What follows belongs to an exercise in optimizing a design on an open flow for small area; a production flow would make more cautious choices. Function was checked by simulation only, so behaviour that the tests miss may differ from the original. No driver is modelled on the clock port, so clocking that relies on it looks cheaper here than on a real chip. Power figures rest on the tool's default switching activity, not on a simulated workload.

Design bra_his_tab_gen, start of the top module:
module bra_his_tab_gen #(
  parameter int                HIST_W   = bra_his_tab_gen_pkg::BHT_HIST_W,
  parameter int                ENTRIES  = bra_his_tab_gen_pkg::BHT_ENTRIES,
  parameter logic [HIST_W-1:0] INIT_VAL = '0,
  parameter int                IDX_W    = $clog2(ENTRIES)
) (
  input  logic              clk,
  input  logic              reset,
  input  logic              rd_en,
  input  logic [IDX_W-1:0]  rd_addr,
  output logic              rd_vld,
  output logic [HIST_W-1:0] rd_hist,
  input  logic              upd_en,
  input  logic [IDX_W-1:0]  upd_addr,
  input  logic              upd_taken,
  input  logic              rep_en,
  input  logic [IDX_W-1:0]  rep_addr,
  input  logic [HIST_W-1:0] rep_hist,
  input  logic              flush_req,
  output logic              flush_busy
);
==> module bra_his_tab_gen, before the edit <==
module bra_his_tab_gen #(
  parameter int                HIST_W   = bra_his_tab_gen_pkg::BHT_HIST_W,
  parameter int                ENTRIES  = bra_his_tab_gen_pkg::BHT_ENTRIES,
  parameter logic [HIST_W-1:0] INIT_VAL = '0,
  parameter int                IDX_W    = $clog2(ENTRIES)
) (
  input  logic              clk,
  input  logic              reset,
  input  logic              rd_en,
  input  logic [IDX_W-1:0]  rd_addr,
  output logic              rd_vld,
  output logic [HIST_W-1:0] rd_hist,
  input  logic              upd_en,
  input  logic [IDX_W-1:0]  upd_addr,
  input  logic              upd_taken,
  input  logic              rep_en,
  input  logic [IDX_W-1:0]  rep_addr,
  input  logic [HIST_W-1:0] rep_hist,
  input  logic              flush_req,
  output logic              flush_busy
);
  localparam int LO_W  = IDX_W / 2;
  localparam int HI_W  = IDX_W - LO_W;
  localparam int NGRP  = (ENTRIES + 2) / 3;
  logic [ENTRIES-1:0][HIST_W-1:0] tab;
  logic [ENTRIES-1:0]             rd_sel;
  logic                           live, keep_n, pol;
  logic [HIST_W-1:0]              rep_x;
  logic                           tkn_x;
  logic                           blk, rep_we, upd_we, upd_wr;
  logic                           rep_hit, upd_hit;
  logic [HIST_W-1:0]              rd_raw, rd_ent, rd_val;
  logic [(1<<LO_W)-1:0] r_lo, u_lo, s_lo, d_lo;
  logic [(1<<HI_W)-1:0] r_hi, u_hi, d_hi;
  bht_flush_seq #(.ENTRIES(ENTRIES), .IDX_W(IDX_W)) u_flush (
    .clk        (clk),
    .reset      (reset),
    .flush_req  (flush_req),
    .flush_busy (flush_busy)
  );
  always_ff @(posedge clk or negedge reset) begin
    if (!reset) begin
      live <= 1'b0;
      pol  <= 1'b0;
    end else begin
      live <= 1'b1;
      pol  <= ~pol | flush_busy;
    end
  end
  assign rep_x = rep_hist ^ {HIST_W{pol}};
  assign tkn_x = upd_taken ^ pol;
  assign blk    = flush_busy | flush_req;
  assign rep_we = rep_en & ~blk;
  assign upd_we = upd_en & ~blk;
  assign upd_wr = upd_we & ~(rep_we && (rep_addr == upd_addr));
  assign keep_n = ~live | flush_busy;
  bht_pre #(.W(LO_W)) u_r_lo (.en(rep_we),        .a(rep_addr[LO_W-1:0]),     .yn(r_lo));
  bht_pre #(.W(HI_W), .EN(0)) u_r_hi (.en(1'b1),          .a(rep_addr[IDX_W-1:LO_W]), .yn(r_hi));
  bht_pre #(.W(LO_W)) u_u_lo (.en(upd_wr),        .a(upd_addr[LO_W-1:0]),     .yn(u_lo));
  bht_pre #(.W(LO_W)) u_s_lo (.en(upd_wr & live), .a(upd_addr[LO_W-1:0]),     .yn(s_lo));
  bht_pre #(.W(HI_W), .EN(0)) u_u_hi (.en(1'b1),          .a(upd_addr[IDX_W-1:LO_W]), .yn(u_hi));
  bht_pre #(.W(LO_W)) u_d_lo (.en(live),          .a(rd_addr[LO_W-1:0]),      .yn(d_lo));
  bht_pre #(.W(HI_W), .EN(0)) u_d_hi (.en(1'b1),          .a(rd_addr[IDX_W-1:LO_W]),  .yn(d_hi));
  for (genvar e = 0; e < ENTRIES; e++) begin : g_ent
    localparam int L = e % (1 << LO_W);
    localparam int H = e / (1 << LO_W);
    logic sel_r, sel_u, sel_s, sel_h;
    logic [HIST_W-1:0] shin, nxt;
    bht_ent_sel u_sel (
      .r_lo (r_lo[L]), .r_hi (r_hi[H]),
      .u_lo (u_lo[L]), .u_hi (u_hi[H]),
      .s_lo (s_lo[L]),
      .d_lo (d_lo[L]), .d_hi (d_hi[H]),
      .keep_n (keep_n),
      .sel_r (sel_r), .sel_u (sel_u), .sel_s (sel_s), .sel_h (sel_h),
      .rd_sel (rd_sel[e])
    );
    assign shin = {tab[e][HIST_W-2:0], tkn_x};
    for (genvar b = 0; b < HIST_W; b++) begin : g_bit
      bht_nxt u_nxt (
        .sel_r (sel_r),
        .rh    (rep_x[b]),
        .sel_s (b == 0 ? sel_u : sel_s),
        .sh    (shin[b]),
        .sel_h (sel_h),
        .q     (tab[e][b]),
        .d     (nxt[b])
      );
    end
    always_ff @(posedge clk) tab[e] <= nxt;
  end
  for (genvar b = 0; b < HIST_W; b++) begin : g_rd
    logic [NGRP-1:0] grp_n;
    for (genvar g = 0; g < NGRP; g++) begin : g_grp
      if (3*g + 2 < ENTRIES) begin : g3
        bht_ao3n u_ao (
          .s0 (rd_sel[3*g]),   .d0 (tab[3*g][b]),
          .s1 (rd_sel[3*g+1]), .d1 (tab[3*g+1][b]),
          .s2 (rd_sel[3*g+2]), .d2 (tab[3*g+2][b]),
          .yn (grp_n[g])
        );
      end else if (3*g + 1 < ENTRIES) begin : g2
        bht_ao2n u_ao (
          .s0 (rd_sel[3*g]),   .d0 (tab[3*g][b]),
          .s1 (rd_sel[3*g+1]), .d1 (tab[3*g+1][b]),
          .yn (grp_n[g])
        );
      end else begin : g1
        bht_ao1n u_ao (
          .s0 (rd_sel[3*g]),   .d0 (tab[3*g][b]),
          .yn (grp_n[g])
        );
      end
    end
    bht_nandn #(.N(NGRP)) u_or (.an(grp_n), .y(rd_raw[b]));
  end
  assign rd_ent  = rd_raw ^ {HIST_W{pol}};
  assign rep_hit = rep_we & (rep_addr == rd_addr);
  assign upd_hit = upd_wr & (upd_addr == rd_addr);
  always_comb begin
    if (flush_busy)   rd_val = INIT_VAL;
    else if (rep_hit) rd_val = rep_hist;
    else if (upd_hit) rd_val = {rd_ent[HIST_W-2:0], upd_taken};
    else              rd_val = rd_ent;
  end
  always_ff @(posedge clk or negedge reset) begin
    if (!reset) begin
      rd_vld  <= 1'b0;
      rd_hist <= INIT_VAL;
    end else begin
      rd_vld  <= rd_en;
      rd_hist <= rd_val;
    end
  end
endmodule
Settings: LEC_CHECK=0, CAP_MARGIN=20, CELL_PAD_IN_SITES_GLOBAL_PLACEMENT=1, CORE_MARGIN=2, CORE_UTILIZATION=35, GPL_ROUTABILITY_DRIVEN=1, PLACE_DENSITY=0.45, SLEW_MARGIN=20, SYNTH_HIERARCHICAL=1; clock period 10.0 ns.
standard.sh (not shown) runs the stock make flow with config.mk's settings and CLKGATE_MAP_FILE= SYNTH_SCRIPT=/design/flow/synth_recipe.tcl, a recipe that flattens the netlist after the stock synthesis.
==> flow/flow/run.sh <==
#!/bin/bash
# The standard layout (standard.sh), with these changes:
#  - synthesis is the standard one, run first on its own; the later steps
#    may not use any drive strength above 1 (dont_use_after_synth.txt lists
#    them; clock buffers and buf_2/buf_4 stay allowed), so placement repair
#    buffers high-fanout nets instead of upsizing their drivers;
#  - after floorplan, and again before placement's repair_design, every
#    combinational cell is set back to its smallest drive (synthesis and
#    timing-driven global placement upsize cells that drive many loads);
#    repair_design then buffers where needed;
#  - ports are buffered with buf_1;
#  - clock tree: larger sink clusters and no dummy loads;
#  - after global routing, repair_timing -recover_power sizes down gates on
#    paths with slack (the clock period leaves plenty).
# Each tool's output goes to the ORFS logs under orfs/logs; make's own output
# goes to synth.log and layout.log here.
set -euo pipefail
here=$(pwd)
bash standard.sh synth > $here/synth.log 2>&1
export POST_FLOORPLAN_TCL=$here/flow/downsize.tcl
export PRE_GLOBAL_PLACE_TCL=$here/flow/restrict.tcl
export PRE_RESIZE_TCL=$here/flow/pre_resize.tcl
export PRE_CTS_TCL=$here/flow/restrict.tcl
export PRE_GLOBAL_ROUTE_TCL=$here/flow/restrict.tcl
export BUFFER_PORTS_ARGS="-buffer_cell sky130_fd_sc_hd__buf_1"
export RECOVER_POWER=100
export CTS_ARGS="-sink_clustering_enable -repair_clock_nets -sink_clustering_size 24 -sink_clustering_max_diameter 70 -dont_use_dummy_load"
bash standard.sh finish > $here/layout.log 2>&1
Other scripts of this flow, unchanged in this note and not shown: flow/flow/dont_use_after_synth.txt, flow/flow/downsize.tcl, flow/flow/pre_resize.tcl, flow/flow/restrict.tcl
Then changed:
--- a/flow/design.v
+++ b/flow/design.v
@@ -56,14 +56,14 @@
   logic [ENTRIES-1:0][HIST_W-1:0] tab;
   logic [ENTRIES-1:0]             rd_sel;
   logic                           live, keep_n, pol;
   logic [HIST_W-1:0]              rep_x;
   logic                           tkn_x;
   logic                           blk, rep_we, upd_we, upd_wr;
-  logic                           rep_hit, upd_hit;
-  logic [HIST_W-1:0]              rd_raw, rd_ent, rd_val;
+  logic [HIST_W-1:0]              rd_ent;
+  logic [IDX_W-1:0]               ra_q;
   logic [(1<<LO_W)-1:0] r_lo, u_lo, s_lo, d_lo;
   logic [(1<<HI_W)-1:0] r_hi, u_hi, d_hi;
   bht_flush_seq #(.ENTRIES(ENTRIES), .IDX_W(IDX_W)) u_flush (
     .clk        (clk),
     .reset      (reset),
     .flush_req  (flush_req),
@@ -87,14 +87,14 @@
   assign keep_n = ~live | flush_busy;
   bht_pre #(.W(LO_W)) u_r_lo (.en(rep_we),        .a(rep_addr[LO_W-1:0]),     .yn(r_lo));
   bht_pre #(.W(HI_W), .EN(0)) u_r_hi (.en(1'b1),          .a(rep_addr[IDX_W-1:LO_W]), .yn(r_hi));
   bht_pre #(.W(LO_W)) u_u_lo (.en(upd_wr),        .a(upd_addr[LO_W-1:0]),     .yn(u_lo));
   bht_pre #(.W(LO_W)) u_s_lo (.en(upd_wr & live), .a(upd_addr[LO_W-1:0]),     .yn(s_lo));
   bht_pre #(.W(HI_W), .EN(0)) u_u_hi (.en(1'b1),          .a(upd_addr[IDX_W-1:LO_W]), .yn(u_hi));
-  bht_pre #(.W(LO_W)) u_d_lo (.en(live),          .a(rd_addr[LO_W-1:0]),      .yn(d_lo));
-  bht_pre #(.W(HI_W), .EN(0)) u_d_hi (.en(1'b1),          .a(rd_addr[IDX_W-1:LO_W]),  .yn(d_hi));
+  bht_pre #(.W(LO_W)) u_d_lo (.en(live),          .a(ra_q[LO_W-1:0]),         .yn(d_lo));
+  bht_pre #(.W(HI_W), .EN(0)) u_d_hi (.en(1'b1),          .a(ra_q[IDX_W-1:LO_W]),     .yn(d_hi));
   for (genvar e = 0; e < ENTRIES; e++) begin : g_ent
     localparam int L = e % (1 << LO_W);
     localparam int H = e / (1 << LO_W);
     logic sel_r, sel_u, sel_s, sel_h;
     logic [HIST_W-1:0] shin, nxt;
     bht_ent_sel u_sel (
@@ -140,32 +140,20 @@
         bht_ao1n u_ao (
           .s0 (rd_sel[3*g]),   .d0 (tab[3*g][b]),
           .yn (grp_n[g])
         );
       end
     end
-    bht_nandn #(.N(NGRP)) u_or (.an(grp_n), .y(rd_raw[b]));
-  end
-  assign rd_ent  = rd_raw ^ {HIST_W{pol}};
-  assign rep_hit = rep_we & (rep_addr == rd_addr);
-  assign upd_hit = upd_wr & (upd_addr == rd_addr);
-  always_comb begin
-    if (flush_busy)   rd_val = INIT_VAL;
-    else if (rep_hit) rd_val = rep_hist;
-    else if (upd_hit) rd_val = {rd_ent[HIST_W-2:0], upd_taken};
-    else              rd_val = rd_ent;
-  end
+    bht_nandn #(.N(NGRP)) u_or (.an(grp_n), .y(rd_ent[b]));
+  end
+  always_ff @(posedge clk) ra_q <= rd_addr;
   always_ff @(posedge clk or negedge reset) begin
-    if (!reset) begin
-      rd_vld  <= 1'b0;
-      rd_hist <= INIT_VAL;
-    end else begin
-      rd_vld  <= rd_en;
-      rd_hist <= rd_val;
-    end
-  end
+    if (!reset) rd_vld <= 1'b0;
+    else        rd_vld <= rd_en;
+  end
+  assign rd_hist = rd_ent ^ {HIST_W{pol}};
 endmodule
 module bht_pre #(
   parameter int W  = 3,
   parameter bit EN = 1
 ) (
   input  logic              en,
- The changed run went through all stages and came out clean
- flip-flop and latch count drops by 4
- count of clock-buffer cells in the layout rises by 3
- sequential share of layout area went up by 0.38 points
- total power went up by 0.62%
- design area came out lower by 1.8%
- utilization grows by 0.25 points
- worst hold slack is better by 0.013 ns
- global-route usage goes up by 0.17 points
- via count drops by 1.1%
- setup slack degrades by 1.3 ns
- register-to-register slack gets better by 0.03 ns
- wire length came out lower by 0.86%

==> re-timing with driven ports <==
Ports are ideal in the flow. The routed layouts listed here were re-timed in OpenROAD.
Step 1: set_driving_cell puts a clkbuf_16 on clk and a buf_2 on each other input, an assumption about the parent block.
Step 2 times the ports against the registers' clock, not the clock port: input delays grow and output delays shrink by t, the midpoint of the rising clock arrivals with the driver on.
Three values: ideal ports, drivers, drivers and shift; two values: the first two.
| run | t (ns) | slack for setup (ns) | worst hold slack (ns) |
|---|---|---|---|
| the first run | 0.670 | 3.970 / 3.958 / 3.288 | 0.429 / 0.429 / 0.429 |
| the second run | 0.668 | 2.649 / 2.584 / 3.253 | 0.443 / 0.443 / 0.443 |
After both steps every run listed still meets setup and hold. The setup slack of the first run, which loses most, moves by -0.012 ns with the drivers and by -0.682 ns with both steps.
